Background: an optimization exercise with open tools, aiming at small area, a short achievable clock period and few clock cycles. Do not read the settings as production practice.
At most, simulation tests tie the RTL to the original design; equivalence was not proved.

==> run a: inputs <==
## signed_gadget_decompose
module signed_gadget_decompose (
	input  logic        clk,
	input  logic        arst_n,
	input  logic        cfg_valid,
	output logic        cfg_ready,
	input  logic [3:0]  cfg_index,
	input  logic [7:0]  cfg_data,
	input  logic        coef_valid,
	output logic        coef_ready,
	input  logic [31:0] coef_coefficient,
	output logic        result_valid,
	input  logic        result_ready,
	output logic signed [15:0] result_digit,
	output logic [2:0]  result_level_index,
	output logic        result_last
);
==> module signed_gadget_decompose, before the edit <==
module signed_gadget_decompose (
	input  logic        clk,
	input  logic        arst_n,
	input  logic        cfg_valid,
	output logic        cfg_ready,
	input  logic [3:0]  cfg_index,
	input  logic [7:0]  cfg_data,
	input  logic        coef_valid,
	output logic        coef_ready,
	input  logic [31:0] coef_coefficient,
	output logic        result_valid,
	input  logic        result_ready,
	output logic signed [15:0] result_digit,
	output logic [2:0]  result_level_index,
	output logic        result_last
);
	logic [3:0]  bm1_q;     
	logic [2:0]  nm1_q;     
	logic        nz_q;      
	logic [31:0] x_q;       
	logic        valid_q;
	logic [2:0]  idx_q;
	logic        zero_q;    
	logic [31:0] kofs;
	logic        last;
	logic        take;
	logic        adv;
	logic        zero_next;
	logic        sgn;
	logic [47:0] wide;
	logic [31:0] sum;
	assign cfg_ready = 1'b1;
	always_ff @(posedge clk or negedge arst_n) begin
		if (!arst_n) begin
			bm1_q <= 4'd9;
			nm1_q <= 3'd1;
			nz_q  <= 1'b0;
		end else if (cfg_valid) begin
			if (cfg_index == sgd_pkg::REG_DIGIT_BITS) begin
				if (cfg_data[4:0] == 5'd0)
					bm1_q <= 4'd0;
				else if (cfg_data[4:0] > 5'd16)
					bm1_q <= 4'd15;
				else
					bm1_q <= 4'(cfg_data[4:0] - 5'd1);
			end else if (cfg_index == sgd_pkg::REG_LEVELS) begin
				nz_q  <= (cfg_data[3:0] == 4'd0);
				nm1_q <= (cfg_data[3:0] > 4'd8) ? 3'd7 : 3'(cfg_data[3:0] - 4'd1);
			end
		end
	end
	always_comb begin
		kofs = '0;
		for (int bv = 1; bv <= 16; bv++) begin
			for (int i = 0; i <= 8; i++) begin
				if (31 - bv * i >= 0) begin
					if (bm1_q == 4'(bv - 1) && (i == 0 || 3'(i - 1) <= nm1_q))
						kofs[31 - bv * i] = 1'b1;
				end
			end
		end
	end
	always_comb begin
		zero_next = 1'b0;
		for (int bv = 5; bv <= 16; bv++) begin
			if (bm1_q == 4'(bv - 1) && idx_q >= 3'(31 / bv))
				zero_next = 1'b1;
		end
	end
	always_comb begin
		logic [31:0] g, pp, gg, pg;
		g  = coef_coefficient & kofs;
		pp = coef_coefficient ^ kofs;
		gg = g;
		pg = pp;
		for (int l = 0; l < 5; l++) begin
			for (int j = 0; j < 32; j++) begin
				if (((j >> l) & 1) == 1) begin
					gg[j] = gg[j] | (pg[j] & gg[((j >> l) << l) - 1]);
					pg[j] = pg[j] & pg[((j >> l) << l) - 1];
				end
			end
		end
		sum[0] = pp[0];
		for (int j = 1; j < 32; j++)
			sum[j] = pp[j] ^ gg[j - 1];
	end
	assign last       = (idx_q == nm1_q);
	assign adv        = valid_q && result_ready;
	assign coef_ready = !valid_q || (result_ready && last);
	assign take       = coef_valid && coef_ready;
	assign sgn  = ~x_q[31];
	assign wide = {{16{sgn}}, sgn, x_q[30:0], 1'b0} << bm1_q;
	always_ff @(posedge clk or negedge arst_n) begin
		if (!arst_n) begin
			valid_q <= 1'b0;
			idx_q   <= 3'd0;
		end else if (take) begin
			valid_q <= !nz_q;
			idx_q   <= 3'd0;
		end else if (adv) begin
			if (last)
				valid_q <= 1'b0;
			idx_q <= idx_q + 3'd1;
		end
	end
	always_ff @(posedge clk) begin
		if (take) begin
			x_q    <= sum;
			zero_q <= 1'b0;
		end else if (adv) begin
			x_q    <= wide[31:0];
			zero_q <= zero_next;
		end
	end
	assign result_digit       = zero_q ? 16'sd0 : $signed(wide[47:32]);
	assign result_valid       = valid_q;
	assign result_level_index = idx_q;
	assign result_last        = last;
endmodule
export LEC_CHECK = 0
export ABC_CLOCK_PERIOD_IN_PS = 3500
export CAP_MARGIN = 20
export CORE_MARGIN = 2
export CORE_UTILIZATION = 50
export GPL_ROUTABILITY_DRIVEN = 0
export PLACE_DENSITY = 0.65
export SETUP_SLACK_MARGIN = 3.5
export SLEW_MARGIN = 20
export TNS_END_PERCENT = 0
create_clock -name core_clock -period 7.0 [get_ports {clk}]
standard.sh (not shown) runs the stock make flow with config.mk's settings and CLKGATE_MAP_FILE= SYNTH_SCRIPT=/design/flow/synth_recipe.tcl, a recipe that flattens the netlist after the stock synthesis.
==> flow/flow/run.sh <==
#!/bin/bash
set -euo pipefail
cd "$(dirname "$0")/.."
export BUFFER_PORTS_ARGS="-buffer_cell sky130_fd_sc_hd__buf_1"
bash standard.sh > standard_make.log 2>&1
==> inputs of run b, as changes to run a <==
--- a/flow/design.v
+++ b/flow/design.v
@@ -28,4 +28,3 @@
 	logic [3:0]  bm1_q;     
-	logic [2:0]  nm1_q;     
-	logic        nz_q;      
+	logic [3:0]  n_q;       
 	logic [31:0] x_q;       
@@ -33,3 +32,3 @@
 	logic [2:0]  idx_q;
-	logic        zero_q;    
+	logic [4:0]  b;
 	logic [31:0] kofs;
@@ -38,7 +37,6 @@
 	logic        adv;
-	logic        zero_next;
-	logic        sgn;
+	logic [2:0]  zlane;     
 	logic [47:0] wide;
-	logic [31:0] sum;
 	assign cfg_ready = 1'b1;
+	assign b = {1'b0, bm1_q} + 5'd1;
 	always_ff @(posedge clk or negedge arst_n) begin
@@ -46,4 +44,3 @@
 			bm1_q <= 4'd9;
-			nm1_q <= 3'd1;
-			nz_q  <= 1'b0;
+			n_q   <= 4'd2;
 		end else if (cfg_valid) begin
@@ -57,4 +54,3 @@
 			end else if (cfg_index == sgd_pkg::REG_LEVELS) begin
-				nz_q  <= (cfg_data[3:0] == 4'd0);
-				nm1_q <= (cfg_data[3:0] > 4'd8) ? 3'd7 : 3'(cfg_data[3:0] - 4'd1);
+				n_q <= (cfg_data[3:0] > 4'd8) ? 4'd8 : cfg_data[3:0];
 			end
@@ -67,3 +63,3 @@
 				if (31 - bv * i >= 0) begin
-					if (bm1_q == 4'(bv - 1) && (i == 0 || 3'(i - 1) <= nm1_q))
+					if (b == 5'(bv) && n_q >= 4'(i))
 						kofs[31 - bv * i] = 1'b1;
@@ -74,27 +70,9 @@
 	always_comb begin
-		zero_next = 1'b0;
+		zlane = 3'd7;
 		for (int bv = 5; bv <= 16; bv++) begin
-			if (bm1_q == 4'(bv - 1) && idx_q >= 3'(31 / bv))
-				zero_next = 1'b1;
+			if (b == 5'(bv))
+				zlane = 3'(31 / bv);
 		end
 	end
-	always_comb begin
-		logic [31:0] g, pp, gg, pg;
-		g  = coef_coefficient & kofs;
-		pp = coef_coefficient ^ kofs;
-		gg = g;
-		pg = pp;
-		for (int l = 0; l < 5; l++) begin
-			for (int j = 0; j < 32; j++) begin
-				if (((j >> l) & 1) == 1) begin
-					gg[j] = gg[j] | (pg[j] & gg[((j >> l) << l) - 1]);
-					pg[j] = pg[j] & pg[((j >> l) << l) - 1];
-				end
-			end
-		end
-		sum[0] = pp[0];
-		for (int j = 1; j < 32; j++)
-			sum[j] = pp[j] ^ gg[j - 1];
-	end
-	assign last       = (idx_q == nm1_q);
+	assign last       = (idx_q == 3'(n_q - 4'd1));
 	assign adv        = valid_q && result_ready;
@@ -102,4 +80,3 @@
 	assign take       = coef_valid && coef_ready;
-	assign sgn  = ~x_q[31];
-	assign wide = {{16{sgn}}, sgn, x_q[30:0], 1'b0} << bm1_q;
+	assign wide       = {16'd0, x_q} << b;
 	always_ff @(posedge clk or negedge arst_n) begin
@@ -109,3 +86,3 @@
 		end else if (take) begin
-			valid_q <= !nz_q;
+			valid_q <= (n_q != 4'd0);
 			idx_q   <= 3'd0;
@@ -118,11 +95,17 @@
 	always_ff @(posedge clk) begin
-		if (take) begin
-			x_q    <= sum;
-			zero_q <= 1'b0;
-		end else if (adv) begin
-			x_q    <= wide[31:0];
-			zero_q <= zero_next;
+		if (take)
+			x_q <= coef_coefficient + kofs;
+		else if (adv)
+			x_q <= wide[31:0];
+	end
+	always_comb begin
+		for (int k = 0; k < 16; k++) begin
+			if (idx_q > zlane)
+				result_digit[k] = 1'b0;
+			else if (k < int'(bm1_q))
+				result_digit[k] = wide[32 + k];
+			else
+				result_digit[k] = ~x_q[31];
 		end
 	end
-	assign result_digit       = zero_q ? 16'sd0 : $signed(wide[47:32]);
 	assign result_valid       = valid_q;
==> flow/run.sh (new file) <==
#!/bin/bash
# synth_recipe.tcl (not shown) runs the flow's synth.tcl, then flattens the netlist and writes it again
# the make line also repeats each setting of config.mk as NAME=value (left out here)
make -C /OpenROAD-flow-scripts/flow DESIGN_CONFIG=/design/flow/config.mk WORK_HOME=/design/flow/orfs CLKGATE_MAP_FILE= SYNTH_SCRIPT=/design/flow/synth_recipe.tcl finish
==> flow/config.mk (replaced) <==
export PLATFORM = sky130hd
export DESIGN_NAME = signed_gadget_decompose
export DESIGN_NICKNAME = signed_gadget_decompose
export VERILOG_FILES = /design/flow/design.v
export SDC_FILE = /design/flow/constraint.sdc
export NUM_CORES = 4
export LEC_CHECK = 0
export CAP_MARGIN = 20
export CORE_MARGIN = 2
export CORE_UTILIZATION = 40
export PLACE_DENSITY = 0.6
export SLEW_MARGIN = 20
removed: flow/flow/run.sh
removed: flow/standard.sh
==> results.sh <==
export IMPL_status="complete, no violations"
export IMPL_fill_cells=1539
export IMPL_hpwlAfterDp_um=16200
export IMPL_p_comb_share_pct=74.4
export IMPL_r2r_cells=14
export IMPL_clkbuf_count=5
export IMPL_r2r_start="bm1_q[1]"
export IMPL_drtPass1Iterations=5
export IMPL_die_y_um=130
export IMPL_pwr_group_sequential_mw=0.646
export IMPL_met2WireLength_um=9310
export IMPL_post_route_min_period_ns=6.00
Source of the figures above: run b

==> results.sh <==
export IMPL_hpwlAfterDp_um=11100
export IMPL_post_route_min_period_ns=3.72
export IMPL_r2r_start="bm1_q[0]"
export IMPL_met2WireLength_um=8060
export IMPL_status="complete, no violations"
export IMPL_p_comb_share_pct=67.7
Source of the figures above: run a

Testbench counts of run a, summed over its fixed seeds: cycles 12,728.
Only the layout flow was run in run b; the RTL was not checked for function there.

## port drivers added, routing unchanged
How much do the figures lean on ideal ports? The routed layouts below were timed once more, with nothing changed but the port constraints.
Step 1: set_driving_cell puts a clkbuf_16 on clk and a buf_2 on each other input, an assumption about the parent block.
Step 2 adds t to the input delays and takes it off the output delays; t is the mean of the earliest and latest rising clock arrival at the registers after step 1. Input paths then give back, and output paths get back, about the clock's delay inside the block.
Three values: ideal ports, drivers, drivers and shift; two values: the first two.
run	t, ns	setup WS [ns]	hold WS [ns]
run a	0.333	3.284 / 3.255 / 3.261	0.545 / 0.545 / 0.545
run b	0.326	1.002 / 0.966 / 1.292	0.598 / 0.598 / 0.598
After both steps every run listed still meets setup and hold. For run a, which loses most, drivers alone change the setup slack by -0.029 ns; drivers and shift together by -0.023 ns.
